This is an optimization exercise on Yosys and OpenROAD, whose aim is small area and a short achievable clock period, not a production implementation. In this exercise RTL edits were held to simulation tests only and were not proved equivalent to the original. No activity file was given, so power comes from the tool's default toggle rates.

--- flow/design.v ---
package rmsd_pkg;
   localparam int RMSD_COLUMNS   = 32;
   localparam int RMSD_SCAN_ROWS = 16;
   localparam int ROW_SEL_W      = 4;
   localparam logic OP_WRITE = 1'b0;
   localparam logic OP_TICK  = 1'b1;
   typedef struct packed {
      logic       operation;
      logic [4:0] pixel_row;
      logic [4:0] pixel_column;
      logic [2:0] pixel_color;
   } req_type;
   typedef struct packed {
      logic [ROW_SEL_W-1:0] row_select;
      logic [2:0]           upper_rgb;
      logic [2:0]           lower_rgb;
      logic                 shift_pulse;
      logic                 latch_pulse;
      logic                 output_enable;
      logic                 frame_end;
   } rsp_type;
   typedef struct packed {
      logic [ROW_SEL_W-1:0] row_sel;
      logic                 shift;
      logic                 latch;
      logic                 frame_end;
   } scan_ctrl_type;
   typedef struct packed {
      logic       upper_en;
      logic       lower_en;
      logic       clearing;
      logic [2:0] data;
   } wr_ctrl_type;
endpackage
import rmsd_pkg::*;
module rmsd_ram
#(
   parameter int COLUMNS   = RMSD_COLUMNS,
   parameter int SCAN_ROWS = RMSD_SCAN_ROWS
) (
   input  logic                         clock,
   input  logic                         clr,       
   input  logic                         shift,     
   input  logic                         wr_en,     
   input  logic                         half,
   input  logic [$clog2(SCAN_ROWS)-1:0] ring,
   input  logic [$clog2(COLUMNS)-1:0]   place,
   input  logic [2:0]                   color,
   input  logic                         tail,      
   output logic [2:0]                   upper_rd,
   output logic [2:0]                   lower_rd
);
   localparam int WORDS = 2 * SCAN_ROWS * COLUMNS;
   logic [3*WORDS-1:0]    q;
   logic [2*SCAN_ROWS-1:0] row_en;
   logic [COLUMNS-1:0]     col_en;
   logic                   a;
   logic [5:0]             b;
   logic [2:0]             cdata;
   always_comb begin
      for (int h = 0; h < 2; h++) begin
         for (int r = 0; r < SCAN_ROWS; r++) begin
            row_en[h*SCAN_ROWS+r] = clr || ((ring == r) && (shift || (wr_en && (half == h))));
         end
      end
      for (int j = 0; j < COLUMNS; j++) begin
         col_en[j] = clr || shift || (wr_en && (place == j));
      end
      cdata = clr ? 3'd0 : color;
      a = !shift;
      for (int p = 0; p < 2; p++) begin
         for (int i = 0; i < 3; i++) begin
            b[3*p+i] = shift || !(cdata[i] ^ (p != 0));
         end
      end
   end
   for (genvar h = 0; h < 2; h++) begin : g_half
      for (genvar r = 0; r < SCAN_ROWS; r++) begin : g_ring
         for (genvar j = 0; j < COLUMNS; j++) begin : g_place
            localparam int W = (h * SCAN_ROWS + r) * COLUMNS + j;
            localparam int N = (h * SCAN_ROWS + r) * COLUMNS + ((j + 1) % COLUMNS);
            logic [2:0] word;
            logic [2:0] d;
            always_comb begin
               for (int i = 0; i < 3; i++) begin
                  d[i] = !((q[3*N+i] || a) && b[3*(j%2)+i]);
               end
            end
            always_ff @(posedge clock) begin
               if (row_en[h*SCAN_ROWS+r] && col_en[j]) begin
                  word <= d;
               end
            end
            assign q[3*W +: 3] = word;
         end
      end
   end
   logic [2:0] u_head [SCAN_ROWS];
   logic [2:0] u_tail [SCAN_ROWS];
   logic [2:0] l_head [SCAN_ROWS];
   logic [2:0] l_tail [SCAN_ROWS];
   for (genvar r = 0; r < SCAN_ROWS; r++) begin : g_rd
      assign u_head[r] = q[3*((0*SCAN_ROWS + r)*COLUMNS) +: 3];
      assign u_tail[r] = q[3*((0*SCAN_ROWS + r)*COLUMNS + COLUMNS - 1) +: 3];
      assign l_head[r] = q[3*((1*SCAN_ROWS + r)*COLUMNS) +: 3];
      assign l_tail[r] = q[3*((1*SCAN_ROWS + r)*COLUMNS + COLUMNS - 1) +: 3];
   end
   assign upper_rd = tail ? ~u_tail[ring] : u_head[ring];
   assign lower_rd = tail ? ~l_tail[ring] : l_head[ring];
endmodule
import rmsd_pkg::*;
module rmsd_write
#(
   parameter int COLUMNS   = RMSD_COLUMNS,
   parameter int SCAN_ROWS = RMSD_SCAN_ROWS
) (
   input  logic [4:0]                   pixel_row,
   input  logic [4:0]                   pixel_column,
   input  logic [$clog2(SCAN_ROWS)-1:0] scan_row,
   input  logic [$clog2(COLUMNS)-1:0]   scan_col,
   output logic                         half,
   output logic [$clog2(SCAN_ROWS)-1:0] ring,
   output logic [$clog2(COLUMNS)-1:0]   place
);
   always_comb begin
      half  = pixel_row[4];
      ring  = pixel_row[3:0];
      place = pixel_column;
      if (scan_row == ring) begin
         place = pixel_column - scan_col;
      end
   end
endmodule
import rmsd_pkg::*;
module rmsd_scan
#(
   parameter int COLUMNS   = RMSD_COLUMNS,
   parameter int SCAN_ROWS = RMSD_SCAN_ROWS
) (
   input  logic                         clock,
   input  logic                         reset,
   input  logic                         tick,
   output logic [$clog2(SCAN_ROWS)-1:0] row,       
   output logic [$clog2(COLUMNS)-1:0]   col,       
   output logic                         at_latch,  
   output logic                         at_end     
);
   localparam int ROW_W = $clog2(SCAN_ROWS);
   localparam int COL_W = $clog2(COLUMNS);
   always_ff @(posedge clock) begin
      if (reset) begin
         row      <= '0;
         col      <= '0;
         at_latch <= 1'b0;
         at_end   <= 1'b0;
      end else if (tick) begin
         if (at_end) begin
            at_end <= 1'b0;
            row    <= '0;
         end else if (at_latch) begin
            at_latch <= 1'b0;
            if (row == ROW_W'(SCAN_ROWS - 1)) begin
               at_end <= 1'b1;
            end else begin
               row <= row + 1'b1;
            end
         end else begin
            col <= col + 1'b1;
            if (col == COL_W'(COLUMNS - 1)) begin
               at_latch <= 1'b1;
            end
         end
      end
   end
endmodule
import rmsd_pkg::*;
module rgb_matrix_scan_driver
#(
   parameter int COLUMNS   = RMSD_COLUMNS,
   parameter int SCAN_ROWS = RMSD_SCAN_ROWS
) (
   input  logic                 clock,
   input  logic                 reset,
   input  logic                 req_valid,
   output logic                 req_ready,
   input  logic                 req_operation,
   input  logic [4:0]           req_pixel_row,
   input  logic [4:0]           req_pixel_column,
   input  logic [2:0]           req_pixel_color,
   output logic                 rsp_valid,
   input  logic                 rsp_ready,
   output logic [ROW_SEL_W-1:0] rsp_row_select,
   output logic [2:0]           rsp_upper_rgb,
   output logic [2:0]           rsp_lower_rgb,
   output logic                 rsp_shift_pulse,
   output logic                 rsp_latch_pulse,
   output logic                 rsp_output_enable,
   output logic                 rsp_frame_end
);
   localparam int ROW_W     = $clog2(SCAN_ROWS);
   localparam int COL_W     = $clog2(COLUMNS);
   localparam int RSP_SLOTS = 4;    
   localparam int CNT_W     = $clog2(RSP_SLOTS + 1);
   logic             req_ready_ff;
   logic             s0_valid;
   logic             s0_op;
   logic [4:0]       s0_row;
   logic [4:0]       s0_col;
   logic [2:0]       s0_color;
   always_ff @(posedge clock) begin
      s0_valid <= !reset && req_valid && req_ready_ff;
      s0_op    <= req_operation;
      s0_row   <= req_pixel_row;
      s0_col   <= req_pixel_column;
      s0_color <= req_pixel_color;
   end
   logic             s0_tick;
   logic [ROW_W-1:0] scan_row;
   logic [COL_W-1:0] scan_col;
   logic             scan_latch;
   logic             scan_end;
   logic             wr_half;
   logic [ROW_W-1:0] wr_ring;
   logic [COL_W-1:0] wr_place;
   assign s0_tick = s0_valid && (s0_op == OP_TICK);
   rmsd_scan #(
      .COLUMNS   (COLUMNS),
      .SCAN_ROWS (SCAN_ROWS)
   ) u_scan (
      .clock    (clock),
      .reset    (reset),
      .tick     (s0_tick),
      .row      (scan_row),
      .col      (scan_col),
      .at_latch (scan_latch),
      .at_end   (scan_end)
   );
   rmsd_write #(
      .COLUMNS   (COLUMNS),
      .SCAN_ROWS (SCAN_ROWS)
   ) u_write (
      .pixel_row    (s0_row),
      .pixel_column (s0_col),
      .scan_row     (scan_row),
      .scan_col     (scan_col),
      .half         (wr_half),
      .ring         (wr_ring),
      .place        (wr_place)
   );
   logic             s1_clr;
   logic             s1_wr;
   logic             s1_shift;
   logic             s1_tick;
   logic             s1_tail;
   logic             s1_half;
   logic [ROW_W-1:0] s1_ring;
   logic [COL_W-1:0] s1_place;
   logic [2:0]       s1_color;
   always_ff @(posedge clock) begin
      if (reset) begin
         s1_clr   <= 1'b1;
         s1_wr    <= 1'b0;
         s1_shift <= 1'b0;
         s1_tick  <= 1'b0;
      end else begin
         s1_clr   <= 1'b0;
         s1_wr    <= s0_valid && (s0_op == OP_WRITE);
         s1_shift <= s0_tick && !scan_latch && !scan_end;
         s1_tick  <= s0_tick;
      end
      s1_tail  <= scan_latch || scan_end;
      s1_half  <= wr_half;
      s1_ring  <= (s0_op == OP_TICK) ? scan_row : wr_ring;
      s1_place <= wr_place;
      s1_color <= s0_color;
   end
   logic [2:0] upper_rd;
   logic [2:0] lower_rd;
   rmsd_ram #(
      .COLUMNS   (COLUMNS),
      .SCAN_ROWS (SCAN_ROWS)
   ) u_ram (
      .clock    (clock),
      .clr      (s1_clr),
      .shift    (s1_shift),
      .wr_en    (s1_wr),
      .half     (s1_half),
      .ring     (s1_ring),
      .place    (s1_place),
      .color    (s1_color),
      .tail     (s1_tail),
      .upper_rd (upper_rd),
      .lower_rd (lower_rd)
   );
   logic [5:0]       q_data [RSP_SLOTS];
   logic [CNT_W-1:0] q_count;
   logic             rsp_valid_ff;
   logic             pop;
   logic [CNT_W-1:0] wr_slot;
   logic [CNT_W-1:0] q_count_in;
   assign pop        = rsp_valid_ff && rsp_ready;
   assign wr_slot    = q_count - CNT_W'(pop);
   assign q_count_in = q_count + CNT_W'(s1_tick) - CNT_W'(pop);
   always_ff @(posedge clock) begin
      for (int i = 0; i < RSP_SLOTS; i++) begin
         if (s1_tick && (wr_slot == CNT_W'(i))) begin
            q_data[i] <= {upper_rd, lower_rd};
         end else if (pop) begin
            q_data[i] <= (i + 1 < RSP_SLOTS) ? q_data[(i + 1) % RSP_SLOTS] : q_data[i];
         end
      end
      if (reset) begin
         q_count      <= '0;
         rsp_valid_ff <= 1'b0;
      end else begin
         q_count      <= q_count_in;
         rsp_valid_ff <= (q_count_in != '0);
      end
   end
   logic [CNT_W-1:0] pending;
   logic [CNT_W-1:0] pending_in;
   assign pending_in = pending + CNT_W'(req_valid && req_ready_ff && (req_operation == OP_TICK))
                       - CNT_W'(pop);
   always_ff @(posedge clock) begin
      if (reset) begin
         pending      <= '0;
         req_ready_ff <= 1'b0;
      end else begin
         pending      <= pending_in;
         req_ready_ff <= (pending_in < CNT_W'(RSP_SLOTS));
      end
   end
   logic [ROW_W-1:0] o_row;
   logic [COL_W-1:0] o_col;
   logic             o_shift;
   logic             o_latch;
   logic             o_end;
   always_ff @(posedge clock) begin
      if (reset) begin
         o_row   <= '0;
         o_col   <= '0;
         o_shift <= 1'b1;
         o_latch <= 1'b0;
         o_end   <= 1'b0;
      end else if (pop) begin
         if (o_end) begin
            o_end   <= 1'b0;
            o_shift <= 1'b1;
            o_row   <= '0;
         end else if (o_latch) begin
            o_latch <= 1'b0;
            if (o_row == ROW_W'(SCAN_ROWS - 1)) begin
               o_end <= 1'b1;
            end else begin
               o_shift <= 1'b1;
               o_row   <= o_row + 1'b1;
            end
         end else begin
            o_col <= o_col + 1'b1;
            if (o_col == COL_W'(COLUMNS - 1)) begin
               o_shift <= 1'b0;
               o_latch <= 1'b1;
            end
         end
      end
   end
   assign req_ready         = req_ready_ff;
   assign rsp_valid         = rsp_valid_ff;
   assign rsp_row_select    = o_row;
   assign rsp_upper_rgb     = q_data[0][5:3];
   assign rsp_lower_rgb     = q_data[0][2:0];
   assign rsp_shift_pulse   = o_shift;
   assign rsp_latch_pulse   = o_latch;
   assign rsp_output_enable = o_end;
   assign rsp_frame_end     = o_end;
endmodule
--- flow/run.sh ---
#!/bin/bash
# synth_recipe.tcl (not shown) runs the flow's synth.tcl, then flattens the netlist and writes it again
# the make line also repeats each setting of config.mk as NAME=value (left out here)
make -C /OpenROAD-flow-scripts/flow DESIGN_CONFIG=/design/flow/config.mk WORK_HOME=/design/flow/orfs CLKGATE_MAP_FILE= SYNTH_SCRIPT=/design/flow/synth_recipe.tcl finish
--- flow/config.mk ---
export PLATFORM = sky130hd
export DESIGN_NAME = rgb_matrix_scan_driver
export DESIGN_NICKNAME = rgb_matrix_scan_driver
export VERILOG_FILES = /design/flow/design.v
export SDC_FILE = /design/flow/constraint.sdc
export NUM_CORES = 4
export LEC_CHECK = 0
export CAP_MARGIN = 20
export CORE_MARGIN = 2
export CORE_UTILIZATION = 40
export SLEW_MARGIN = 20
--- flow/constraint.sdc ---
create_clock -name core_clock -period 8.5 [get_ports {clock}]
set_input_delay 1.7000 -clock core_clock [delete_from_list [all_inputs] [get_ports {clock}]]
set_output_delay 1.7000 -clock core_clock [all_outputs]
set_load 0.01 [all_outputs]
==> impl_metrics.yaml, run 1 <==
worst_setup_path:
  cp_common_cell: "buf_4"
  path_cells: "buf_12 > or2_2 > buf_4 > a21oi_4 > buf_4 > nor2_1"
  crit_required_ns: 9.02
  critPathCaptureType: "flop"
  worstRegToRegCells: 6
  endpoint: "u_ram.g_half[0].g_ring[7].g_place[15].word[0]"
  crit_slowest_cell: "dfxtp_4"
  cp_max_fo: 223
  crit_path_start: "s1_shift"
  reg2reg_to: "u_ram.g_half[0].g_ring[7].g_place[15].word[0]"
  rr_startpoint: "s1_shift"
  slowest_delay_ns: 0.82
  critPathKind: "reg2reg"
  worstPathArrival_ns: 4.77
  start_kind: "flop"
  r2r_slack_ns: 4.25
synth:
  synth-seq-cells: 3160
  async_flop_share_pct: 0
  synthTopCellsByArea: "edfxtp_1, a21oi_1, nor2_1, clkbuf_1, dfxtp_1"
  ys_warn_count: 9
  synth_area_per_cell_sq_um: 13.8
  yosysSeqAreaShare_pct: 78.0
  ys.flop_type: "edfxtp_1"
  synth_top_area_share_pct: 77.0
  synth_area_sq_um: 121000
  synth_common_cells: "a21oi_1, edfxtp_1, nor2_1"
  yosysMostFrequentCell: "a21oi_1"
  synth_cells: 8740
  ys_types: 72
  synth.net_count: 8777
  synth_edf_count: 3096
  yosysTopAreaCell: "edfxtp_1"
sta:
  rsz0062_at_grt: "no"
  relSlewSlack_pct: 18.5
  setup-violations-final: 0
  slew_viol_final: 0
  clock.fmax_mhz: 235
  fin_ws_ns: 4.25
  tns_ns: 0
  fin_crit_ns: 4.25
  fin_crit_sh_pct: 50.0
  hold_violations: 0
  hold-worst-slack_ns: 0.325
  tightest_slew_ns: 1.22
  fin_skew_ns: 0.0369
flow_run:
  drv_cap: 0
grt:
  first_global_vias: 73900
  grt_usage_pct: 19.6
  antenna_found_initial: 2
  grt_pass1_wl_um: 465000
  globalRouteOverflowTotal: 0
  grt_max_degree: 298
clocking:
  ctsResizeCount: 0
  htree_num_levels: 5
  ctsHoldBuffers: 0
  cts_sinks: 3160
  postCtsSetupRepairBufs: 0
  cts_tree: "yes"
  cts_root_buffer: "clkbuf_16"
  cts_made_buffers: 315
  cts_buffer_depth: 4
  clk_pin_slew_ns: 0.06
  clk_latency_ns: 0.88
floorplanning:
  die_h_um: 554
  io_pins: 34
  num_rows: 201
  start_util_pct: 40.2
  coreArea_sq_um: 300000
  dieArea_sq_um: 306000
  dieWidth_um: 554
place:
  dp_slack_ns: 3.86
  place_congestion: 0.910
  place_hpwl_um: 163000
  port_buffers: 33
run_status:
  outcome: "finished clean"
routing:
  ant_nets: 0
  drc: 0
  routed-via-count: 73600
  wl_per_cell_um: 25.0
  drtIter0Drc: 8564
  viasPerCell: 5.88
  drt-total-wl_um: 313000
  first_pass_iters: 8
min_path:
  hold_class: "reg2reg"
finish:
  area_growth_pct: 11.8
  final_nets: 8337
  drive_gt1_share_pct: 8.40
power_and_ir_drop:
  ir_worst_vdd_mv: 0.147
  p_leak_nw: 43.6
  powerDensity_nw_per_um2: 258
layer usage:
layer | vias to the layer above | global-route usage [%] | wire, um
li1 | 31800 | - | -
met2 | 3203 | 32.0 | 148000
met1 | 38100 | 27.2 | 132000
met5 | - | 0 | 243
met4 | 2 | 5.68 | 9070
met3 | 508 | 3.12 | 23400
kinds of logic (layout without fill, tap and decap cells):
| group | count (synthesis) | after routing | share of synthesized area, % |
|---|---|---|---|
| AO/OA/AOI/OAI | 3276 | 3276 | 13.9 |
| XOR/XNOR | 24 | 24 | 0.174 |
| adder cells (fa/ha/maj) | 19 | 19 | 0.215 |
| buffers and inverters | 957 | 760 | 3.07 |
| flip-flops | 3160 | 3160 | 78.0 |
| multiplexers | 51 | 51 | 0.468 |
| other | 0 | 2 | 0 |
| AND/OR/NAND/NOR | 1253 | 1253 | 4.20 |
registers in the layout, indices dropped and copies added (netlist names), 3 cells and up:
register and cells:
q_count 3, q_data 24, u_scan.row 4, o_row 4, s0_row 5, s0_col 5
u_ram.g_half.g_ring.g_place.word 3072, o_col 5, s1_ring 4, pending 3, s1_place 5, s0_color 3
u_scan.col 5, s1_color 3
worst min-delay path by stage:
| stage | start | end | cells after the start |
|---|---|---|---|
| 3_5_place_dp | s0_row[4] | s1_half | 0 |
| 6_report | s0_row[4] | s1_half | 0 |
| 4_1_cts | s0_row[4] | s1_half | 0 |
| 5_1_grt | s0_row[4] | s1_half | 0 |
| 2_1_floorplan | s0_color[0] | s1_color[0] | 0 |
| 3_3_place_gp | s0_color[0] | s1_color[0] | 0 |
critical path, delay by kind of cell, from the launching register on:
| family | cells | cell delay (ns) |
|---|---|---|
| AO/OA/AOI/OAI | 1 | 0.33 |
| AND/OR/NAND/NOR | 2 | 0.57 |
| buffers and inverters | 3 | 1.89 |
| flip-flops | 1 | 0.82 |
cell usage in the layout, fill, tap and decap left out, types with 12 or more instances in the layout:
| cell type | count |
|---|---|
| dfxtp_1 | 59 |
| nand2_1 | 34 |
| clkdlybuf4s50_1 | 33 |
| xnor2_1 | 15 |
| clkinv_2 | 56 |
| nand2b_1 | 12 |
| a21oi_4 | 53 |
| a21oi_1 | 3096 |
| nor3_1 | 13 |
| nor2_1 | 1077 |
| ha_1 | 16 |
| mux2i_1 | 16 |
| mux2_2 | 34 |
| buf_12 | 21 |
| clkinv_1 | 63 |
| o21ai_0 | 20 |
| a31oi_4 | 12 |
| bufinv_16 | 33 |
| edfxtp_1 | 3096 |
| inv_1 | 21 |
| nand3_1 | 20 |
| buf_4 | 104 |
| buf_16 | 14 |
| a22oi_1 | 13 |
| clkbuf_1 | 59 |
| clkbuf_16 | 324 |
power breakdown:
part	internal, mW	switching (mW)
logic	0.583	1.85
clock network	8.02	5.82
registers	18.2	0.326
per-stage QoR:
| stage | total power, mW | utilization [%] | area (sq um) | cells |
|---|---|---|---|---|
| after floorplan | 20.2 | - | 121000 | 8740 |
| after global placement | 21.2 | 41.5 | 125000 | 11900 |
| after detailed placement | 21.3 | 41.5 | 125000 | 11900 |
| after CTS | 35.0 | 44.9 | 135000 | 12500 |
| after global routing | 35.9 | 45.0 | 135000 | 12500 |
| final | 34.8 | 45.0 | 135000 | 12500 |
area by class of cell:
cell class | instances | area (sq um)
multi-input cells | 4623 | 23700
fillers | 26400 | 165000
repair buffers | 178 | 1990
diodes | 2 | 5.00
clock buffers | 385 | 8360
inverters | 22 | 82.6
flip-flops and latches | 3160 | 94300
clock inverters | 175 | 1790
well taps | 3958 | 4950
==> run 2, diff against run 1 <==
--- a/flow/design.v
+++ b/flow/design.v
@@ -40,36 +40,31 @@
 ) (
    input  logic                         clock,
-   input  logic                         clr,       
+   input  logic [2*SCAN_ROWS-1:0]       row_ld,    
+   input  logic [COLUMNS-1:0]           col_ld,    
+   input  logic [SCAN_ROWS-1:0]         ring_sh,   
    input  logic                         shift,     
-   input  logic                         wr_en,     
-   input  logic                         half,
-   input  logic [$clog2(SCAN_ROWS)-1:0] ring,
-   input  logic [$clog2(COLUMNS)-1:0]   place,
-   input  logic [2:0]                   color,
-   input  logic                         tail,      
+   input  logic [2:0]                   color,     
+   input  logic [$clog2(SCAN_ROWS)-1:0] rd_ring,
+   input  logic                         rd_tail,   
    output logic [2:0]                   upper_rd,
    output logic [2:0]                   lower_rd
 );
    localparam int WORDS = 2 * SCAN_ROWS * COLUMNS;
-   logic [3*WORDS-1:0]    q;
+   logic [3*WORDS-1:0]     q;
    logic [2*SCAN_ROWS-1:0] row_en;
    logic [COLUMNS-1:0]     col_en;
    logic                   a;
    logic [5:0]             b;
-   logic [2:0]             cdata;
    always_comb begin
-      for (int h = 0; h < 2; h++) begin
-         for (int r = 0; r < SCAN_ROWS; r++) begin
-            row_en[h*SCAN_ROWS+r] = clr || ((ring == r) && (shift || (wr_en && (half == h))));
-         end
+      for (int k = 0; k < 2 * SCAN_ROWS; k++) begin
+         row_en[k] = row_ld[k] || ring_sh[k % SCAN_ROWS];
       end
       for (int j = 0; j < COLUMNS; j++) begin
-         col_en[j] = clr || shift || (wr_en && (place == j));
+         col_en[j] = col_ld[j] || shift;
       end
-      cdata = clr ? 3'd0 : color;
       a = !shift;
       for (int p = 0; p < 2; p++) begin
          for (int i = 0; i < 3; i++) begin
-            b[3*p+i] = shift || !(cdata[i] ^ (p != 0));
+            b[3*p+i] = shift || !(color[i] ^ (p != 0));
          end
       end
@@ -78,6 +73,7 @@
       for (genvar r = 0; r < SCAN_ROWS; r++) begin : g_ring
          for (genvar j = 0; j < COLUMNS; j++) begin : g_place
-            localparam int W = (h * SCAN_ROWS + r) * COLUMNS + j;
-            localparam int N = (h * SCAN_ROWS + r) * COLUMNS + ((j + 1) % COLUMNS);
+            localparam int K = h * SCAN_ROWS + r;
+            localparam int W = K * COLUMNS + j;
+            localparam int N = K * COLUMNS + ((j + 1) % COLUMNS);
             logic [2:0] word;
             logic [2:0] d;
@@ -88,5 +84,5 @@
             end
             always_ff @(posedge clock) begin
-               if (row_en[h*SCAN_ROWS+r] && col_en[j]) begin
+               if (row_en[K] && col_en[j]) begin
                   word <= d;
                end
@@ -106,6 +102,6 @@
       assign l_tail[r] = q[3*((1*SCAN_ROWS + r)*COLUMNS + COLUMNS - 1) +: 3];
    end
-   assign upper_rd = tail ? ~u_tail[ring] : u_head[ring];
-   assign lower_rd = tail ? ~l_tail[ring] : l_head[ring];
+   assign upper_rd = rd_tail ? ~u_tail[rd_ring] : u_head[rd_ring];
+   assign lower_rd = rd_tail ? ~l_tail[rd_ring] : l_head[rd_ring];
 endmodule
 import rmsd_pkg::*;
@@ -201,5 +197,4 @@
    localparam int COL_W     = $clog2(COLUMNS);
    localparam int RSP_SLOTS = 4;    
-   localparam int CNT_W     = $clog2(RSP_SLOTS + 1);
    logic             req_ready_ff;
    logic             s0_valid;
@@ -248,30 +243,40 @@
       .place        (wr_place)
    );
-   logic             s1_clr;
-   logic             s1_wr;
-   logic             s1_shift;
-   logic             s1_tick;
-   logic             s1_tail;
-   logic             s1_half;
-   logic [ROW_W-1:0] s1_ring;
-   logic [COL_W-1:0] s1_place;
-   logic [2:0]       s1_color;
+   logic [2*SCAN_ROWS-1:0] s1_row_ld;
+   logic [COLUMNS-1:0]     s1_col_ld;
+   logic [SCAN_ROWS-1:0]   s1_ring_sh;
+   logic                   s1_shift;
+   logic [2:0]             s1_color;
+   logic                   s1_tick;
+   logic                   s1_tail;
+   logic [ROW_W-1:0]       s1_rd_ring;
+   logic                   s0_wr;
+   logic                   s0_shift;
+   assign s0_wr    = s0_valid && (s0_op == OP_WRITE);
+   assign s0_shift = s0_tick && !scan_latch && !scan_end;
    always_ff @(posedge clock) begin
       if (reset) begin
-         s1_clr   <= 1'b1;
-         s1_wr    <= 1'b0;
-         s1_shift <= 1'b0;
-         s1_tick  <= 1'b0;
+         s1_row_ld  <= '1;
+         s1_col_ld  <= '1;
+         s1_ring_sh <= '0;
+         s1_shift   <= 1'b0;
+         s1_color   <= 3'd0;
+         s1_tick    <= 1'b0;
       end else begin
-         s1_clr   <= 1'b0;
-         s1_wr    <= s0_valid && (s0_op == OP_WRITE);
-         s1_shift <= s0_tick && !scan_latch && !scan_end;
+         for (int k = 0; k < 2 * SCAN_ROWS; k++) begin
+            s1_row_ld[k] <= s0_wr && ({wr_half, wr_ring} == k);
+         end
+         for (int j = 0; j < COLUMNS; j++) begin
+            s1_col_ld[j] <= s0_wr && (wr_place == j);
+         end
+         for (int r = 0; r < SCAN_ROWS; r++) begin
+            s1_ring_sh[r] <= s0_shift && (scan_row == r);
+         end
+         s1_shift <= s0_shift;
+         s1_color <= s0_color;
          s1_tick  <= s0_tick;
       end
-      s1_tail  <= scan_latch || scan_end;
-      s1_half  <= wr_half;
-      s1_ring  <= (s0_op == OP_TICK) ? scan_row : wr_ring;
-      s1_place <= wr_place;
-      s1_color <= s0_color;
+      s1_tail    <= scan_latch || scan_end;
+      s1_rd_ring <= scan_row;
    end
    logic [2:0] upper_rd;
@@ -282,44 +287,48 @@
    ) u_ram (
       .clock    (clock),
-      .clr      (s1_clr),
+      .row_ld   (s1_row_ld),
+      .col_ld   (s1_col_ld),
+      .ring_sh  (s1_ring_sh),
       .shift    (s1_shift),
-      .wr_en    (s1_wr),
-      .half     (s1_half),
-      .ring     (s1_ring),
-      .place    (s1_place),
       .color    (s1_color),
-      .tail     (s1_tail),
+      .rd_ring  (s1_rd_ring),
+      .rd_tail  (s1_tail),
       .upper_rd (upper_rd),
       .lower_rd (lower_rd)
    );
-   logic [5:0]       q_data [RSP_SLOTS];
-   logic [CNT_W-1:0] q_count;
-   logic             rsp_valid_ff;
-   logic             pop;
-   logic [CNT_W-1:0] wr_slot;
-   logic [CNT_W-1:0] q_count_in;
-   assign pop        = rsp_valid_ff && rsp_ready;
-   assign wr_slot    = q_count - CNT_W'(pop);
-   assign q_count_in = q_count + CNT_W'(s1_tick) - CNT_W'(pop);
+   logic [5:0]           q_data [RSP_SLOTS];
+   logic [RSP_SLOTS-1:0] q_full;
+   logic [RSP_SLOTS-1:0] q_kept;    
+   logic                 pop;
+   assign pop    = q_full[0] && rsp_ready;
+   assign q_kept = pop ? (q_full >> 1) : q_full;
    always_ff @(posedge clock) begin
       for (int i = 0; i < RSP_SLOTS; i++) begin
-         if (s1_tick && (wr_slot == CNT_W'(i))) begin
+         if (s1_tick && !q_kept[i] && (i == 0 || q_kept[(i + RSP_SLOTS - 1) % RSP_SLOTS])) begin
             q_data[i] <= {upper_rd, lower_rd};
          end else if (pop) begin
-            q_data[i] <= (i + 1 < RSP_SLOTS) ? q_data[(i + 1) % RSP_SLOTS] : q_data[i];
+            q_data[i] <= q_data[(i + 1) % RSP_SLOTS];
          end
       end
       if (reset) begin
-         q_count      <= '0;
-         rsp_valid_ff <= 1'b0;
+         q_full <= '0;
       end else begin
-         q_count      <= q_count_in;
-         rsp_valid_ff <= (q_count_in != '0);
+         for (int i = 0; i < RSP_SLOTS; i++) begin
+            q_full[i] <= q_kept[i] || (s1_tick && (i == 0 || q_kept[(i + RSP_SLOTS - 1) % RSP_SLOTS]));
+         end
+      end
+   end
+   logic [RSP_SLOTS-1:0] pending;
+   logic [RSP_SLOTS-1:0] pending_in;
+   logic                 acc_tick;
+   assign acc_tick = req_valid && req_ready_ff && (req_operation == OP_TICK);
+   always_comb begin
+      pending_in = pending;
+      if (acc_tick && !pop) begin
+         pending_in = {pending[RSP_SLOTS-2:0], 1'b1};
+      end else if (pop && !acc_tick) begin
+         pending_in = {1'b0, pending[RSP_SLOTS-1:1]};
       end
    end
-   logic [CNT_W-1:0] pending;
-   logic [CNT_W-1:0] pending_in;
-   assign pending_in = pending + CNT_W'(req_valid && req_ready_ff && (req_operation == OP_TICK))
-                       - CNT_W'(pop);
    always_ff @(posedge clock) begin
       if (reset) begin
@@ -328,5 +337,5 @@
       end else begin
          pending      <= pending_in;
-         req_ready_ff <= (pending_in < CNT_W'(RSP_SLOTS));
+         req_ready_ff <= !pending_in[RSP_SLOTS-1];
       end
    end
@@ -366,5 +375,5 @@
    end
    assign req_ready         = req_ready_ff;
-   assign rsp_valid         = rsp_valid_ff;
+   assign rsp_valid         = q_full[0];
    assign rsp_row_select    = o_row;
    assign rsp_upper_rgb     = q_data[0][5:3];
==> flow/flow/run.sh (new file) <==
#!/bin/bash
set -euo pipefail
bash standard.sh SETUP_SLACK_MARGIN=5.7 MATCH_CELL_FOOTPRINT=0 finish > flow.log 2>&1
==> flow/standard.sh (new file) <==
#!/bin/bash
# synth_recipe.tcl (not shown) runs the flow's synth.tcl, then flattens the netlist and writes it again
# the make line also repeats each setting of config.mk as NAME=value (left out here)
make -C /OpenROAD-flow-scripts/flow DESIGN_CONFIG=/design/flow/config.mk WORK_HOME=/design/flow/orfs CLKGATE_MAP_FILE= SYNTH_SCRIPT=/design/flow/synth_recipe.tcl "${@:-finish}"
--- a/flow/config.mk
+++ b/flow/config.mk
@@ -9,3 +9,8 @@
 export CORE_MARGIN = 2
 export CORE_UTILIZATION = 40
+export CTS_BUF_LIST = sky130_fd_sc_hd__clkbuf_16
+export CTS_CLUSTER_DIAMETER = 80
+export CTS_CLUSTER_SIZE = 30
+export PLACE_DENSITY = 0.5
+export SETUP_SLACK_MARGIN = 5
 export SLEW_MARGIN = 20
removed: flow/run.sh
==> run 2 against run 1 <==
  * Cell count up 1.0%
  * Design area down 1.4%
  * Synthesized cell count up 2.9%
  * Clock power down 33%
  * Synthesized area up 1.9%
  * Global-route usage up 1.9 points
  * Critical endpoint is now rsp_lower_rgb[1]
  * Largest cell class unchanged
==> impl_metrics.yaml, run 2 <==
run_status:
  outcome: "finished clean"
floorplanning:
  dieWidth_um: 559
  io_pins: 34
  coreArea_sq_um: 306000
  die_h_um: 559
  start_util_pct: 40.2
  num_rows: 203
  dieArea_sq_um: 312000
clocking:
  cts_sinks: 3233
  cts_buffer_depth: 4
  cts_tree: "yes"
  cts_made_buffers: 156
  ctsHoldBuffers: 0
  htree_num_levels: 4
  clk_pin_slew_ns: 0.10
  cts_root_buffer: "clkbuf_16"
  clk_latency_ns: 0.89
grt:
  use_met2_pct: 35.8
  met3_usage_pct: 2.26
  busiest_layer: "met2"
  grt_max_degree: 282
  grt_pass1_wl_um: 503000
  first_global_vias: 75000
  grt_usage_pct: 21.6
  globalRouteOverflowTotal: 0
  antenna_found_initial: 12
  grt_util_met1_pct: 30.5
power_and_ir_drop:
  powerDensity_nw_per_um2: 223
  total_power_mw: 29.7
  p_leak_nw: 42.6
  ir_worst_vdd_mv: 0.172
finish:
  top_regs: "u_ram.g_half.g_ring.g_place.word (3072), s1_col_ld (32), s1_row_ld (32)"
  area_growth_pct: 8.19
  fillers: 27600
  final_cell_mix: "edfxtp_1, a21oi_1, nor2_1, clkbuf_16, dfxtp_1"
  multi_input_area_sq_um: 24400
  instances_no_fill: 12600
  seqCellArea_sq_um: 95800
  fin_util_pct: 43.5
  largest_reg_flops: 3072
  final_nets: 8456
  final_common_cell: "edfxtp_1"
  drive_gt1_share_pct: 6.82
  final_area_sq_um: 133000
  largest-register: "u_ram.g_half.g_ring.g_place.word"
synth:
  synth_common_cells: "edfxtp_1, a21oi_1, nor2_1"
  synth-seq-cells: 3233
  async_flop_share_pct: 0
  synth.net_count: 9024
  synth_edf_count: 3096
  yosysSeqAreaShare_pct: 77.7
  ys_warn_count: 9
  ys.flop_type: "edfxtp_1"
  ys_types: 74
  synth_area_per_cell_sq_um: 13.7
  synth_cells: 8990
  synth_area_sq_um: 123000
  synthTopCellsByArea: "edfxtp_1, a21oi_1, nor2_1, clkbuf_1, dfxtp_1"
  yosysTopAreaCell: "edfxtp_1"
  yosysMostFrequentCell: "edfxtp_1"
  synth_top_area_share_pct: 75.5
routing:
  drc: 0
  ant_nets: 0
  drtIter0Drc: 7954
  wl_per_cell_um: 27.4
  first_pass_iters: 5
  routed-via-count: 73800
  drt-total-wl_um: 346000
  viasPerCell: 5.85
place:
  place_hpwl_um: 182000
  place_inst: 12300
  port_buffers: 33
  dp_slack_ns: 4.24
  place_congestion: 0.865
  place_area_sq_um: 127000
sta:
  fin_skew_ns: 0.0476
  tightest_slew_ns: 1.13
  relSlewSlack_pct: 24.9
  fin_crit_ns: 3.28
  clock.fmax_mhz: 305
  setup-violations-final: 0
  slew_viol_final: 0
  fin_crit_sh_pct: 38.5
  rsz0062_at_grt: "yes"
  tns_ns: 0
  hold_violations: 0
  hold-worst-slack_ns: 0.482
  fin_ws_ns: 5.22
worst_setup_path:
  crit_slowest_cell: "edfxtp_1"
  slowest_delay_ns: 0.53
  worstPathArrival_ns: 1.58
  cp.depth: 1
  crit_family: "flip-flops"
  path_buf_inv: 1
  critPathCaptureType: "output port"
  path_cells: "clkbuf_2"
  worstRegToRegCells: 6
  critPathKind: "reg2out"
  r2r_slack_ns: 5.72
  crit_required_ns: 6.80
  cp_max_fo: 2
  rr_startpoint: "s1_shift"
  start_kind: "flop"
  reg2reg_to: "u_ram.g_half[1].g_ring[4].g_place[20].word[2]"
min_path:
  hold_end: "s1_color[2]"
  hold_class: "reg2reg"
  hp-start: "s0_color[2]"
  min_path_cells: 1
flow_run:
  drv_cap: 0
run 2: cell count changes after synthesis, sizes merged, moves of 8 or more:
cell,before,now
a41o,0,16
o211ai,1,27
nand2,34,66
a21oi,3149,3021
nor2,1082,1169
o21ai,22,103
a31oi,23,15
nor2b,15,27
dfxtp,64,137
a21o,5,30
mux2,34,19
o21bai,0,17
run 2: timing repair:
item	4_1_cts	5_1_grt
pin swaps	9	0
gates cloned	9	3
resized for setup	202	25
buffers inserted	39	3
setup endpoints to repair	5018	656
run 2: final cells by class:
| type | instances | share of cell area [%] |
|---|---|---|
| inverter | 22 | 0.0648 |
| clock inverter | 103 | 0.872 |
| clock buffer | 161 | 3.02 |
| antenna | 1 | 0.00188 |
| timing repair buffer | 207 | 1.99 |
| sequential | 3233 | 71.9 |
| tap | 4100 | 3.85 |
| multi-input combinational | 4802 | 18.3 |
run 2: cell families (layout without fill, tap and decap cells):
kind of cell | count (synthesis) | after routing | synth area share [%]
AO/OA/AOI/OAI | 3338 | 3338 | 14.1
XOR/XNOR | 16 | 16 | 0.114
adder cells (fa/ha/maj) | 16 | 16 | 0.169
buffers and inverters | 957 | 493 | 2.94
flip-flops | 3233 | 3233 | 77.7
multiplexers | 38 | 38 | 0.341
other | 0 | 1 | 0
AND/OR/NAND/NOR | 1392 | 1394 | 4.59
run 2: report_power, final:
part           internal (mW)  switching [mW]  leakage [nW]
Sequential              18.3           0.284          29.7
Clock                   3.80            5.39          2.57
Combinational          0.408            1.45          10.4
Total                   22.5            7.12          42.6
run 2: worst max path at each step:
stage | end | slack, ns | start
after floorplan | pending[2] | 5.71 | rsp_ready
after global placement | q_data[3][2] | 4.26 | rsp_ready
after detailed placement | u_ram.g_half[1].g_ring[8].g_place[18].word[0] | 4.24 | s1_shift
after CTS | rsp_lower_rgb[1] | 5.13 | q_data[0][1]
after global routing | rsp_lower_rgb[1] | 5.18 | q_data[0][1]
final | rsp_lower_rgb[1] | 5.22 | q_data[0][1]
run 2: layer usage:
layer | part of all wire [%] | vias to the layer above
met5 | 0.015 | -
met4 | 2.2 | 8
met3 | 5.5 | 365
met2 | 48 | 2383
met1 | 44 | 38800
li1 | - | 32300
==> run 3, diff against run 2 <==
==> flow/run.sh (new file) <==
#!/bin/bash
# synth_recipe.tcl (not shown) runs the flow's synth.tcl, then flattens the netlist and writes it again
# the make line also repeats each setting of config.mk as NAME=value (left out here)
make -C /OpenROAD-flow-scripts/flow DESIGN_CONFIG=/design/flow/config.mk WORK_HOME=/design/flow/orfs CLKGATE_MAP_FILE= SYNTH_SCRIPT=/design/flow/synth_recipe.tcl finish
removed: flow/flow/run.sh
removed: flow/standard.sh
==> run 3 against run 2 <==
  * Non-clock buffer count is 37 lower
  * Synthesized cell count unchanged
  * Worst hold slack improved by 0.0018 ns
  * Cell count fell by 0.25%
  * First-iteration DRC count decreased by 4.8%
  * Critical path type unchanged
  * Sequential share of layout area increased by 0.43 points
  * Clock skew is 0.0084 ns lower
  * Still clean
  * Total power shrank 0.30%
  * Die area unchanged
  * Core utilization shrank 0.27 points
==> impl_metrics.yaml, run 3 <==
run_status:
  outcome: "finished clean"
worst_setup_path:
  crit_required_ns: 6.80
  critPathKind: "reg2out"
  crit_family: "flip-flops"
  start_kind: "flop"
  critPathCaptureType: "output port"
  crit_slowest_cell: "edfxtp_1"
  path_buf_inv: 1
  cp_max_fo: 2
  worstPathArrival_ns: 1.70
  path_cells: "clkdlybuf4s15_1"
  slowest_delay_ns: 0.53
synth:
  synthTopCellsByArea: "edfxtp_1, a21oi_1, nor2_1, clkbuf_1, dfxtp_1"
  synth_cells: 8990
  ys_types: 74
  synth_common_cells: "edfxtp_1, a21oi_1, nor2_1"
  synth_area_per_cell_sq_um: 13.7
  yosysSeqAreaShare_pct: 77.7
  synth.net_count: 9024
  synth_top_area_share_pct: 75.5
  async_flop_share_pct: 0
  synth-seq-cells: 3233
  yosysMostFrequentCell: "edfxtp_1"
  synth_edf_count: 3096
  yosysTopAreaCell: "edfxtp_1"
  synth_area_sq_um: 123000
  ys.flop_type: "edfxtp_1"
  ys_warn_count: 9
sta:
  setup-violations-final: 0
  relSlewSlack_pct: 20.4
  hold_violations: 0
  fin_crit_sh_pct: 40.0
  rsz0062_at_grt: "no"
  clock.fmax_mhz: 294
  fin_skew_ns: 0.0391
  hold-worst-slack_ns: 0.483
  fin_ws_ns: 5.10
  tightest_slew_ns: 1.19
  fin_crit_ns: 3.40
  tns_ns: 0
  slew_viol_final: 0
finish:
  largest-register: "u_ram.g_half.g_ring.g_place.word"
  final_nets: 8416
  final_area_sq_um: 132000
  final_cell_mix: "edfxtp_1, a21oi_1, nor2_1, clkbuf_16, dfxtp_1"
  final_common_cell: "edfxtp_1"
  drive_gt1_share_pct: 6.09
  top_regs: "u_ram.g_half.g_ring.g_place.word (3072), s1_col_ld (32), s1_row_ld (32)"
  largest_reg_flops: 3072
  fin_util_pct: 43.3
  instances_no_fill: 12600
  area_growth_pct: 7.53
grt:
  globalRouteOverflowTotal: 0
  grt_max_degree: 261
  grt_pass1_wl_um: 496000
  grt_usage_pct: 21.2
  antenna_found_initial: 6
  first_global_vias: 74500
min_path:
  hold_class: "reg2reg"
power_and_ir_drop:
  total_power_mw: 29.6
  p_int_mw: 22.5
  p_leak_nw: 42.2
  swShare_pct: 23.8
  combPwrFrac_pct: 6.2
  ir_worst_vdd_mv: 0.144
  power_frac_seq_pct: 62.9
  p_clk_share_pct: 30.9
  powerDensity_nw_per_um2: 223
  p_sw_mw: 7.03
clocking:
  clk_latency_ns: 0.89
  cts_made_buffers: 153
  cts_root_buffer: "clkbuf_16"
  clk_pin_slew_ns: 0.11
  ctsHoldBuffers: 0
  cts_buffer_depth: 4
  cts_sinks: 3233
  htree_num_levels: 4
  cts_tree: "yes"
floorplanning:
  io_pins: 34
  num_rows: 203
  dieArea_sq_um: 312000
  dieWidth_um: 559
  start_util_pct: 40.2
  coreArea_sq_um: 306000
  die_h_um: 559
place:
  place_area_sq_um: 127000
  dp_slack_ns: 4.16
  port_buffers: 33
  place_congestion: 0.872
  place_inst: 12300
  place_hpwl_um: 186000
routing:
  wl_per_cell_um: 27.0
  drc: 0
  drtIter0Drc: 7572
  first_pass_iters: 6
  viasPerCell: 5.83
  routed-via-count: 73500
  ant_nets: 0
  drt-total-wl_um: 340000
flow_run:
  drv_cap: 0
-- run 3: cells by family (layout without fill, tap and decap cells) --
logic type      count (synthesis)  in the layout  share of synthesized area, %
xor+xnor                       16             16                         0.114
compound gates               3338           3338                          14.1
simple gates                 1392           1394                          4.59
other cells                     0              3                             0
buf+inv                       957            459                          2.94
flops                        3233           3233                          77.7
fa+ha+maj                      16             16                         0.169
mux                            38             38                         0.341
-- run 3: worst paths after layout --
path	slack, ns	startpoint	to	depth (start not counted)
setup / recovery	5.10	q_data[0][1]	rsp_lower_rgb[1]	1
hold / removal	0.48	s0_color[2]	s1_color[2]	1
setup reg to reg	5.12	s1_shift	u_ram.g_half[0].g_ring[10].g_place[2].word[1]	5
hold reg to reg	0.48	s0_color[2]	s1_color[2]	1
-- run 3: metal layers --
layer  global-route usage, %  wire [um]  vias up
li1                        -          -    32200
met1                    29.6     150000    38800
met2                    35.6     165000     2174
met3                    2.33      18100      333
met4                    4.66       7030        2
met5                       0         12        -
-- run 3: layout make-up --
class | instances | area [sq um]
inverter | 22 | 82.6
clock inverter | 109 | 1190
multi-input combinational | 4802 | 24300
tap | 4100 | 5130
timing repair buffer | 170 | 1970
fill | 27800 | 174000
sequential | 3233 | 95700
clock buffer | 158 | 3950
antenna | 3 | 7.51
-- run 3: what timing repair did --
action,4_1_cts,5_1_grt
cloned,3,3
setup buffers,3,3
resized for setup,79,12
setup endpoints to repair,2246,975
-- run 3: power by group through the flow --
stage,clock (mW),sequential [mW],combinational (mW)
floorplan,0,18.8,1.09
global placement,0,19.0,1.76
detailed placement,0,19.0,1.83
CTS,9.37,18.6,1.84
global route,9.89,18.7,2.00
finish,9.12,18.6,1.83
==> run 4, diff against run 3 <==
--- a/flow/design.v
+++ b/flow/design.v
@@ -297,24 +297,36 @@
       .lower_rd (lower_rd)
    );
-   logic [5:0]           q_data [RSP_SLOTS];
-   logic [RSP_SLOTS-1:0] q_full;
-   logic [RSP_SLOTS-1:0] q_kept;    
-   logic                 pop;
-   assign pop    = q_full[0] && rsp_ready;
-   assign q_kept = pop ? (q_full >> 1) : q_full;
+   localparam int PTR_W = $clog2(RSP_SLOTS);
+   logic [5:0]       q_data [RSP_SLOTS];
+   logic [PTR_W-1:0] q_head;
+   logic [PTR_W-1:0] q_tail;
+   logic [PTR_W:0]   q_count;
+   logic [PTR_W-1:0] q_head_in;
+   logic [PTR_W:0]   q_left;      
+   logic             rsp_valid_ff;
+   logic [5:0]       rsp_rgb_ff;
+   logic             pop;
+   assign pop       = rsp_valid_ff && rsp_ready;
+   assign q_head_in = q_head + PTR_W'(pop);
+   assign q_left    = q_count - (PTR_W+1)'(pop);
    always_ff @(posedge clock) begin
-      for (int i = 0; i < RSP_SLOTS; i++) begin
-         if (s1_tick && !q_kept[i] && (i == 0 || q_kept[(i + RSP_SLOTS - 1) % RSP_SLOTS])) begin
-            q_data[i] <= {upper_rd, lower_rd};
-         end else if (pop) begin
-            q_data[i] <= q_data[(i + 1) % RSP_SLOTS];
-         end
+      if (s1_tick) begin
+         q_data[q_tail] <= {upper_rd, lower_rd};
+      end
+      if (s1_tick && (q_left == '0)) begin
+         rsp_rgb_ff <= {upper_rd, lower_rd};
+      end else begin
+         rsp_rgb_ff <= q_data[q_head_in];
       end
       if (reset) begin
-         q_full <= '0;
+         q_head       <= '0;
+         q_tail       <= '0;
+         q_count      <= '0;
+         rsp_valid_ff <= 1'b0;
       end else begin
-         for (int i = 0; i < RSP_SLOTS; i++) begin
-            q_full[i] <= q_kept[i] || (s1_tick && (i == 0 || q_kept[(i + RSP_SLOTS - 1) % RSP_SLOTS]));
-         end
+         q_head       <= q_head_in;
+         q_tail       <= q_tail + PTR_W'(s1_tick);
+         q_count      <= q_left + (PTR_W+1)'(s1_tick);
+         rsp_valid_ff <= (q_left != '0) || s1_tick;
       end
    end
@@ -375,8 +387,8 @@
    end
    assign req_ready         = req_ready_ff;
-   assign rsp_valid         = q_full[0];
+   assign rsp_valid         = rsp_valid_ff;
    assign rsp_row_select    = o_row;
-   assign rsp_upper_rgb     = q_data[0][5:3];
-   assign rsp_lower_rgb     = q_data[0][2:0];
+   assign rsp_upper_rgb     = rsp_rgb_ff[5:3];
+   assign rsp_lower_rgb     = rsp_rgb_ff[2:0];
    assign rsp_shift_pulse   = o_shift;
    assign rsp_latch_pulse   = o_latch;
==> flow/flow/run.sh (new file) <==
#!/bin/bash
set -euo pipefail
bash standard.sh SETUP_SLACK_MARGIN=5.7 MATCH_CELL_FOOTPRINT=0 finish > flow.log 2>&1
==> flow/standard.sh (new file) <==
#!/bin/bash
# synth_recipe.tcl (not shown) runs the flow's synth.tcl, then flattens the netlist and writes it again
# the make line also repeats each setting of config.mk as NAME=value (left out here)
make -C /OpenROAD-flow-scripts/flow DESIGN_CONFIG=/design/flow/config.mk WORK_HOME=/design/flow/orfs CLKGATE_MAP_FILE= SYNTH_SCRIPT=/design/flow/synth_recipe.tcl "${@:-finish}"
removed: flow/run.sh
==> run 4 against run 3 <==
  * Count of clock-buffer cells in the layout up 1
  * Critical path depth is the same
  * First-iteration DRC count fell by 1.2%
  * Sequential share of layout area shrank 0.26 points
  * Setup slack improved by 0.32 ns
  * Combinational power is 9% higher
  * Critical path type unchanged
  * Maximum frequency up 11%
  * Highest routed layer unchanged
  * Still clean on timing, DRC and antenna
  * Die area is essentially flat
  * Wire length shrank 1.1%
  * Worst hold slack lost 0.045 ns
==> impl_metrics.yaml, run 4 <==
worst_setup_path:
  crit_family: "flip-flops"
  crit_slowest_cell: "dfxtp_4"
  worstPathArrival_ns: 1.38
  cp_max_fo: 3
  path_cells: "buf_6"
  crit_required_ns: 6.80
  r2r_slack_ns: 5.68
  start_kind: "flop"
  slowest_delay_ns: 0.37
  critPathKind: "reg2out"
  path_buf_inv: 1
  critPathCaptureType: "output port"
synth:
  synth_edf_count: 3096
  synthTopCellsByArea: "edfxtp_1, a21oi_1, nor2_1, clkbuf_1, dfxtp_1"
  ys_types: 73
  yosysTopAreaCell: "edfxtp_1"
  async_flop_share_pct: 0
  synth_top_area_share_pct: 75.6
  ys_warn_count: 8
  ys.flop_type: "edfxtp_1"
  synth_common_cells: "edfxtp_1, a21oi_1, nor2_1"
  synth_cells: 8923
  yosysMostFrequentCell: "edfxtp_1"
  synth.net_count: 8963
  synth_area_sq_um: 123000
  yosysSeqAreaShare_pct: 78.0
  synth-seq-cells: 3243
  synth_area_per_cell_sq_um: 13.8
floorplanning:
  start_util_pct: 40.2
  coreArea_sq_um: 306000
  dieWidth_um: 559
  die_h_um: 559
  io_pins: 34
  dieArea_sq_um: 312000
  num_rows: 203
grt:
  grt_usage_pct: 21.0
  use_met2_pct: 34.7
  busiest_layer: "met2"
  grt_max_degree: 274
  grt_util_met1_pct: 29.8
  globalRouteOverflowTotal: 0
  met3_usage_pct: 2.21
  grt_pass1_wl_um: 492000
  first_global_vias: 74100
  antenna_found_initial: 5
finish:
  largest-register: "u_ram.g_half.g_ring.g_place.word"
  final_common_cell: "edfxtp_1"
  final_cell_mix: "edfxtp_1, a21oi_1, nor2_1, clkbuf_16, dfxtp_1"
  fin_util_pct: 43.6
  largest_reg_flops: 3072
  fillers: 27700
  drive_gt1_share_pct: 6.93
  top_regs: "u_ram.g_half.g_ring.g_place.word (3072), s1_col_ld (32), s1_row_ld (32)"
  area_growth_pct: 8.26
  final_nets: 8402
routing:
  viasPerCell: 5.82
  drtIter0Drc: 7480
  drt-total-wl_um: 337000
  drc: 0
  wl_per_cell_um: 26.8
  routed-via-count: 73200
  ant_nets: 0
  first_pass_iters: 8
min_path:
  hold_class: "reg2reg"
sta:
  setup-violations-final: 0
  rsz0062_at_grt: "yes"
  fin_crit_sh_pct: 36.2
  tightest_slew_ns: 1.13
  fin_skew_ns: 0.0732
  tns_ns: 0
  hold_violations: 0
  fin_crit_ns: 3.08
  slew_viol_final: 0
  relSlewSlack_pct: 24.8
  clock.fmax_mhz: 325
run_status:
  outcome: "finished clean"
clocking:
  clk_pin_slew_ns: 0.10
  cts_root_buffer: "clkbuf_16"
  clk_latency_ns: 0.90
  htree_num_levels: 4
  cts_buffer_depth: 4
  cts_sinks: 3243
  cts_tree: "yes"
  cts_made_buffers: 158
  ctsHoldBuffers: 0
flow_run:
  drv_cap: 0
place:
  place_congestion: 0.947
  place_hpwl_um: 172000
  port_buffers: 33
power_and_ir_drop:
  p_leak_nw: 42.6
  powerDensity_nw_per_um2: 225
  ir_worst_vdd_mv: 0.173
## run 4: per-layer routing
layer  part of all wire (%)  vias up
li1                       -    32000
met1                     45    38600
met2                     48     2238
met3                    5.1      364
met4                    2.3        6
met5                  0.014        -
## run 4: stage by stage
step	power [mW]	hold WS [ns]	area, sq um	setup WS [ns]	instances
2_1_floorplan	20.1	0.361	123000	5.44	8923
3_3_place_gp	20.9	0.432	127000	4.51	12200
3_5_place_dp	21.0	0.428	127000	4.50	12300
4_1_cts	30.2	0.450	133000	5.35	12600
5_1_grt	30.9	0.464	133000	5.34	12600
6_report	29.9	0.438	133000	5.42	12600
## run 4: final cells by class
type,count,area (sq um),share of cell area (%)
sequential,3243,95900,72.0
multi-input combinational,4734,24100,18.1
tap,4100,5130,3.85
clock buffer,159,3980,2.99
timing repair buffer,202,2610,1.96
clock inverter,108,1270,0.955
inverter,23,91.3,0.0686
antenna,3,7.51,0.00564
## run 4: power by group
part	leakage (nW)	switching (mW)	internal, mW
clock	2.59	5.33	3.87
sequential	29.8	0.302	18.4
combinational	10.3	1.51	0.498
total	42.6	7.14	22.8
## run 4: timing repair
item	in CTS	in global routing
gates cloned	15	2
pin swaps	7	0
setup buffers	27	1
endpoints found under the setup margin	3638	186
gates resized for setup	157	14
## run 4: cell families after synthesis
family	count (synthesis)	share of synthesized area, %
and+or+nand+nor	1343	4.38
DFF	3243	78.0
xor gates and xnor gates	21	0.156
adders and majority gates	22	0.230
AOI/OAI and AO/OA	3296	13.8
muxes	49	0.491
buffers and inverters	949	2.95
## run 4: final timing paths
path                                  start                                            end  cells after the start
worst max-delay path                  o_end                                  rsp_frame_end                      1
worst min-delay path            s0_color[2]                                    s1_color[2]                      1
worst max register to register  s1_color[1]  u_ram.g_half[1].g_ring[5].g_place[25].word[1]                      4
worst min register to register  s0_color[2]                                    s1_color[2]                      1
## run 4: worst register-to-register path, stage by stage (launching register included)
cell	delay, ns
dfxtp_1	0.55
nor2b_4	0.64
buf_16	0.51
buf_4	0.65
a21oi_1	0.17
==> run 5, diff against run 4 <==
--- a/flow/design.v
+++ b/flow/design.v
@@ -243,12 +243,13 @@
       .place        (wr_place)
    );
-   logic [2*SCAN_ROWS-1:0] s1_row_ld;
-   logic [COLUMNS-1:0]     s1_col_ld;
-   logic [SCAN_ROWS-1:0]   s1_ring_sh;
+   logic                   s1_clr;
+   logic                   s1_wr;
    logic                   s1_shift;
+   logic                   s1_half;
+   logic [ROW_W-1:0]       s1_ring;     
+   logic [COL_W-1:0]       s1_place;
    logic [2:0]             s1_color;
    logic                   s1_tick;
    logic                   s1_tail;
-   logic [ROW_W-1:0]       s1_rd_ring;
    logic                   s0_wr;
    logic                   s0_shift;
@@ -257,26 +258,34 @@
    always_ff @(posedge clock) begin
       if (reset) begin
-         s1_row_ld  <= '1;
-         s1_col_ld  <= '1;
-         s1_ring_sh <= '0;
-         s1_shift   <= 1'b0;
-         s1_color   <= 3'd0;
-         s1_tick    <= 1'b0;
+         s1_clr   <= 1'b1;
+         s1_wr    <= 1'b0;
+         s1_shift <= 1'b0;
+         s1_tick  <= 1'b0;
+         s1_color <= 3'd0;
       end else begin
-         for (int k = 0; k < 2 * SCAN_ROWS; k++) begin
-            s1_row_ld[k] <= s0_wr && ({wr_half, wr_ring} == k);
-         end
-         for (int j = 0; j < COLUMNS; j++) begin
-            s1_col_ld[j] <= s0_wr && (wr_place == j);
-         end
-         for (int r = 0; r < SCAN_ROWS; r++) begin
-            s1_ring_sh[r] <= s0_shift && (scan_row == r);
-         end
+         s1_clr   <= 1'b0;
+         s1_wr    <= s0_wr;
          s1_shift <= s0_shift;
-         s1_color <= s0_color;
          s1_tick  <= s0_tick;
+         s1_color <= s0_color;
+      end
+      s1_half  <= wr_half;
+      s1_ring  <= (s0_op == OP_TICK) ? scan_row : wr_ring;
+      s1_place <= wr_place;
+      s1_tail  <= scan_latch || scan_end;
+   end
+   logic [2*SCAN_ROWS-1:0] s1_row_ld;
+   logic [COLUMNS-1:0]     s1_col_ld;
+   logic [SCAN_ROWS-1:0]   s1_ring_sh;
+   always_comb begin
+      for (int k = 0; k < 2 * SCAN_ROWS; k++) begin
+         s1_row_ld[k] = s1_clr || (s1_wr && ({s1_half, s1_ring} == k));
+      end
+      for (int j = 0; j < COLUMNS; j++) begin
+         s1_col_ld[j] = s1_clr || (s1_wr && (s1_place == j));
+      end
+      for (int r = 0; r < SCAN_ROWS; r++) begin
+         s1_ring_sh[r] = s1_shift && (s1_ring == r);
       end
-      s1_tail    <= scan_latch || scan_end;
-      s1_rd_ring <= scan_row;
    end
    logic [2:0] upper_rd;
@@ -292,5 +301,5 @@
       .shift    (s1_shift),
       .color    (s1_color),
-      .rd_ring  (s1_rd_ring),
+      .rd_ring  (s1_ring),
       .rd_tail  (s1_tail),
       .upper_rd (upper_rd),
==> run 5 against run 4 <==
  * Critical path type unchanged
  * Register-to-register slack gained 0.05 ns
  * Synthesized cell count shrank 1.8%
  * Largest cell class unchanged
  * Global-route usage shrank 0.64 points
==> impl_metrics.yaml, run 5 <==
run_status:
  outcome: "finished clean"
synth:
  synthTopCellsByArea: "edfxtp_1, a21oi_1, nor2_1, clkbuf_1, dfxtp_1"
  ys.flop_type: "edfxtp_1"
  synthSimpleGateAreaFrac_pct: 4.18
  synthMuxAreaShare_pct: 0.572
  synth_top_area_share_pct: 76.8
  synthXorXnorAreaFrac_pct: 0.152
  synth_area_sq_um: 121000
  synth_edf_count: 3096
  async_flop_share_pct: 0
  yosysMostFrequentCell: "edfxtp_1"
  synth_top_family_by_area: "compound AO/OA/AOI/OAI gates"
  yosysSeqAreaShare_pct: 78.0
  synth_cells: 8760
  synthAdderAreaFrac_pct: 0.202
  ys_warn_count: 8
  synth_compound_area_share_pct: 13.9
  synth_common_cells: "edfxtp_1, a21oi_1, nor2_1"
  synth.net_count: 8797
  yosysTopAreaCell: "edfxtp_1"
  synth-seq-cells: 3171
  ys_types: 82
  synth_area_per_cell_sq_um: 13.8
routing:
  drt-total-wl_um: 322000
  ant_nets: 0
  routed-via-count: 71600
  first_pass_iters: 8
  wl_per_cell_um: 26.1
  viasPerCell: 5.82
  drtIter0Drc: 6968
  drc: 0
clocking:
  cts_sinks: 3171
  cts_root_buffer: "clkbuf_16"
  ctsHoldBuffers: 0
  clk_latency_ns: 0.88
  htree_num_levels: 4
  cts_buffer_depth: 4
  cts_tree: "yes"
  clk_pin_slew_ns: 0.11
  cts_made_buffers: 155
worst_setup_path:
  reg2reg_to: "rsp_rgb_ff[5]"
  start_kind: "flop"
  critPathKind: "reg2out"
  critPathCaptureType: "output port"
  path_cells: "buf_6"
  worstRegToRegCells: 7
  path_buf_inv: 1
  crit_slowest_cell: "dfxtp_4"
  crit_required_ns: 6.80
  slowest_delay_ns: 0.38
  rr_startpoint: "s1_ring[3]"
  crit_family: "flip-flops"
  r2r_slack_ns: 5.73
  cp_max_fo: 3
  worstPathArrival_ns: 1.38
sta:
  clock.fmax_mhz: 325
  hold_violations: 0
  setup-violations-final: 0
  tns_ns: 0
  slew_viol_final: 0
  fin_crit_ns: 3.08
  fin_crit_sh_pct: 36.2
  fin_skew_ns: 0.0724
  relSlewSlack_pct: 29.4
  fin_ws_ns: 5.42
  rsz0062_at_grt: "yes"
  tightest_slew_ns: 1.06
grt:
  grt_max_degree: 137
  antenna_found_initial: 6
  grt_pass1_wl_um: 478000
  globalRouteOverflowTotal: 0
  first_global_vias: 73100
  grt_usage_pct: 20.3
floorplanning:
  dieWidth_um: 554
  num_rows: 202
  dieArea_sq_um: 307000
  coreArea_sq_um: 302000
  io_pins: 34
  start_util_pct: 40.1
  die_h_um: 554
flow_run:
  drv_cap: 0
min_path:
  hold_end: "s1_half"
  hp-start: "s0_row[4]"
  hold_class: "reg2reg"
  min_path_cells: 0
power_and_ir_drop:
  powerDensity_nw_per_um2: 223
  total_power_mw: 29.2
  p_leak_nw: 41.5
  ir_worst_vdd_mv: 0.206
finish:
  largest-register: "u_ram.g_half.g_ring.g_place.word"
  final_nets: 8257
  drive_gt1_share_pct: 7.11
  largest_reg_flops: 3072
  final_area_sq_um: 131000
  area_growth_pct: 8.08
  top_regs: "u_ram.g_half.g_ring.g_place.word (3072), q_data (24), rsp_rgb_ff (6)"
  final_common_cell: "edfxtp_1"
  final_cell_mix: "edfxtp_1, a21oi_1, nor2_1, clkbuf_16, buf_4"
place:
  dp_slack_ns: 4.62
  place_hpwl_um: 165000
  place_area_sq_um: 125000
  place_congestion: 0.925
  port_buffers: 33
## run 5: how the worst max path moves through the flow
stage	start	end	slack (ns)	cells past startpoint
floorplan	rsp_ready	rsp_rgb_ff[0]	5.46	6
global placement	rsp_ready	rsp_rgb_ff[0]	4.61	8
detailed placement	s1_shift	u_ram.g_half[1].g_ring[14].g_place[7].word[1]	4.62	4
CTS	o_end	rsp_output_enable	5.34	1
global route	o_end	rsp_output_enable	5.36	1
finish	o_end	rsp_output_enable	5.42	1
## run 5: logic make-up after synthesis
group | Yosys count
fa+ha+maj | 19
buf+inv | 949
xor+xnor | 21
simple gates | 1267
mux | 59
compound gates | 3274
flops | 3171
## run 5: power breakdown
| part | internal (mW) | switching [mW] |
|---|---|---|
| combinational | 0.542 | 1.60 |
| clock | 3.75 | 5.18 |
| sequential | 17.9 | 0.239 |
| total | 22.2 | 7.02 |
## run 5: what timing repair did
item                                    in CTS  in global routing
gates cloned                                11                  1
endpoints found under the setup margin    5266                584
resized for setup                          176                 20
pin swaps                                    5                  2
hold endpoints to repair                     0                  0
buffers inserted                            29                 10
## run 5: per-stage QoR
step           hold slack [ns]  utilization, %  std cells
2_1_floorplan            0.310               -       8760
3_3_place_gp             0.387            41.3      12000
3_5_place_dp             0.378            41.3      12000
4_1_cts                  0.393            43.3      12300
5_1_grt                  0.386            43.3      12300
6_report                 0.379            43.3      12300
## run 5: routing by layer
metal	vias to the layer above	track usage, %	part of all wire [%]
met2	2038	33.9	48
li1	31500	-	-
met1	37800	28.7	45
met4	0	4.80	2.3
met5	-	0	0
met3	317	2.09	4.8
## run 5: final cells by class
| cell class | count | area (sq um) |
|---|---|---|
| Fill cell | 27200 | 171000 |
| Sequential cell | 3171 | 94500 |
| Multi-Input combinational cell | 4643 | 23700 |
| Tap cell | 3978 | 4980 |
| Clock buffer | 156 | 3900 |
| Timing Repair Buffer | 227 | 2600 |
| Clock inverter | 97 | 1150 |
| Inverter | 22 | 90.1 |
| Antenna cell | 5 | 12.5 |
==> run 6, diff against run 5 <==
--- a/flow/config.mk
+++ b/flow/config.mk
@@ -8,9 +8,9 @@
 export CAP_MARGIN = 20
 export CORE_MARGIN = 2
-export CORE_UTILIZATION = 40
+export CORE_UTILIZATION = 55
 export CTS_BUF_LIST = sky130_fd_sc_hd__clkbuf_16
 export CTS_CLUSTER_DIAMETER = 80
 export CTS_CLUSTER_SIZE = 30
-export PLACE_DENSITY = 0.5
+export PLACE_DENSITY = 0.65
 export SETUP_SLACK_MARGIN = 5
 export SLEW_MARGIN = 20
==> run 6 against run 5 <==
  * Synthesized cell count unchanged
  * Non-clock buffer count down 12
  * Maximum frequency is 1.2% higher
  * Wire length fell by 6.9%
  * Sequential power about the same
  * Register-to-register slack got worse by 0.05 ns
  * Die area decreased by 27%
  * Worst hold slack improved by 0.0055 ns
  * First-iteration DRC count increased by 25%
  * Core utilization increased by 15 points
  * Flip-flop and latch count did not move
  * Clock power is 12% lower
  * Critical endpoint unchanged
==> impl_metrics.yaml, run 6 <==
worst_setup_path:
  start_kind: "flop"
  crit_family: "flip-flops"
  crit_path_start: "o_end"
  critPathCaptureType: "output port"
  worstPathArrival_ns: 1.34
  slowest_delay_ns: 0.38
  path_cells: "buf_6"
  critPathKind: "reg2out"
clocking:
  cts_buffer_depth: 3
  clk_pin_slew_ns: 0.11
  cts_root_buffer: "clkbuf_16"
  cts_made_buffers: 132
  ctsHoldBuffers: 0
  htree_num_levels: 4
  cts_tree: "yes"
grt:
  grt_max_degree: 251
  grt_pass1_wl_um: 445000
  use_met2_pct: 42.2
  globalRouteOverflowTotal: 0
  antenna_found_initial: 5
  grt_usage_pct: 26.0
  met3_usage_pct: 3.88
  grt_util_met1_pct: 37.0
  first_global_vias: 71400
synth:
  ys_warn_count: 8
  ys_types: 82
  synthTopCellsByArea: "edfxtp_1, a21oi_1, nor2_1, clkbuf_1, dfxtp_1"
  synth.net_count: 8797
  synth_edf_count: 3096
  yosysTopAreaCell: "edfxtp_1"
  synth_top_area_share_pct: 76.8
  yosysSeqAreaShare_pct: 78.0
sta:
  fin_crit_ns: 3.04
  setup-violations-final: 0
  relSlewSlack_pct: 20.7
  fin_ws_ns: 5.46
  slew_viol_final: 0
  fin_skew_ns: 0.0418
  fin_crit_sh_pct: 35.8
  tns_ns: 0
routing:
  drtIter0Drc: 8725
  drt-total-wl_um: 299000
  ant_nets: 0
  routed-via-count: 72300
  viasPerCell: 6.50
  first_pass_iters: 6
power_and_ir_drop:
  power_frac_seq_pct: 64.4
  combPwrFrac_pct: 7.5
  ir_worst_vdd_mv: 0.150
  powerDensity_nw_per_um2: 219
  p_leak_nw: 41.1
  p_int_mw: 21.6
min_path:
  hold_class: "reg2reg"
place:
  dp_slack_ns: 3.90
  place_inst: 10900
  place_hpwl_um: 158000
floorplanning:
  io_pins: 34
  start_util_pct: 55.2
  dieWidth_um: 473
  dieArea_sq_um: 224000
flow_run:
  drv_cap: 0
run_status:
  outcome: "finished clean"
finish:
  drive_gt1_share_pct: 6.29
  largest-register: "u_ram.g_half.g_ring.g_place.word"
  top_regs: "u_ram.g_half.g_ring.g_place.word (3072), q_data (24), rsp_rgb_ff (6)"
  instances_no_fill: 11100
  final_common_cell: "edfxtp_1"
  final_cell_mix: "edfxtp_1, a21oi_1, nor2_1, clkbuf_16, buf_4"
  area_growth_pct: 6.03
  largest_reg_flops: 3072
  fillers: 16900
-- run 6: cell counts after synthesis --
No cell type changed its count.
-- run 6: per-layer routing --
metal | vias up | part of all wire (%)
met1 | 37400 | 41
li1 | 31300 | -
met4 | 2 | 2.8
met5 | - | 0.0060
met3 | 431 | 7.4
met2 | 3160 | 48
-- run 6: kinds of logic after synthesis --
family,Yosys count,synth area share [%]
flip-flops,3171,78.0
AND/OR/NAND/NOR,1267,4.18
buffers and inverters,949,3.04
AO/OA/AOI/OAI,3274,13.9
multiplexers,59,0.572
adder cells (fa/ha/maj),19,0.202
XOR/XNOR,21,0.152
-- run 6: worst paths after layout --
kind,to,slack (ns)
min,s1_half,0.38
max,rsp_output_enable,5.46
min reg2reg,s1_half,0.38
max reg2reg,u_ram.g_half[1].g_ring[14].g_place[9].word[2],5.68
-- run 6: metrics by stage --
stage                     area, sq um  power [mW]  hold slack [ns]  utilization (%)
after floorplan                121000        19.7            0.310                -
after global placement         123000        20.4            0.354             56.2
after detailed placement       123000        20.5            0.365             56.2
after CTS                      128000        28.3            0.392             58.4
after global routing           128000        29.0            0.394             58.6
final                          128000        28.2            0.384             58.6
-- run 6: power by group through the flow --
stage | combinational, mW | clock (mW) | sequential [mW]
6_report | 2.11 | 7.91 | 18.1
5_1_grt | 2.27 | 8.53 | 18.2
4_1_cts | 2.08 | 8.03 | 18.1
3_5_place_dp | 2.02 | 0 | 18.5
3_3_place_gp | 1.95 | 0 | 18.5
2_1_floorplan | 1.28 | 0 | 18.4
-- run 6: area by class of cell --
cell class / count / area (sq um) / area share [%]
diodes: 3 / 7.51 / 0.00585
clock buffers: 139 / 3480 / 2.71
clock inverters: 64 / 608 / 0.474
inverters: 22 / 92.6 / 0.0721
multi-input cells: 4643 / 23700 / 18.4
flip-flops and latches: 3171 / 94500 / 73.6
well taps: 2871 / 3590 / 2.80
repair buffers: 215 / 2460 / 1.91
-- run 6: repair_timing --
item | 4_1_cts | 5_1_grt
pin swaps | 6 | 1
gates cloned | 10 | 2
setup endpoints to repair | 6014 | 1294
gates resized for setup | 178 | 23
setup buffers | 14 | 15
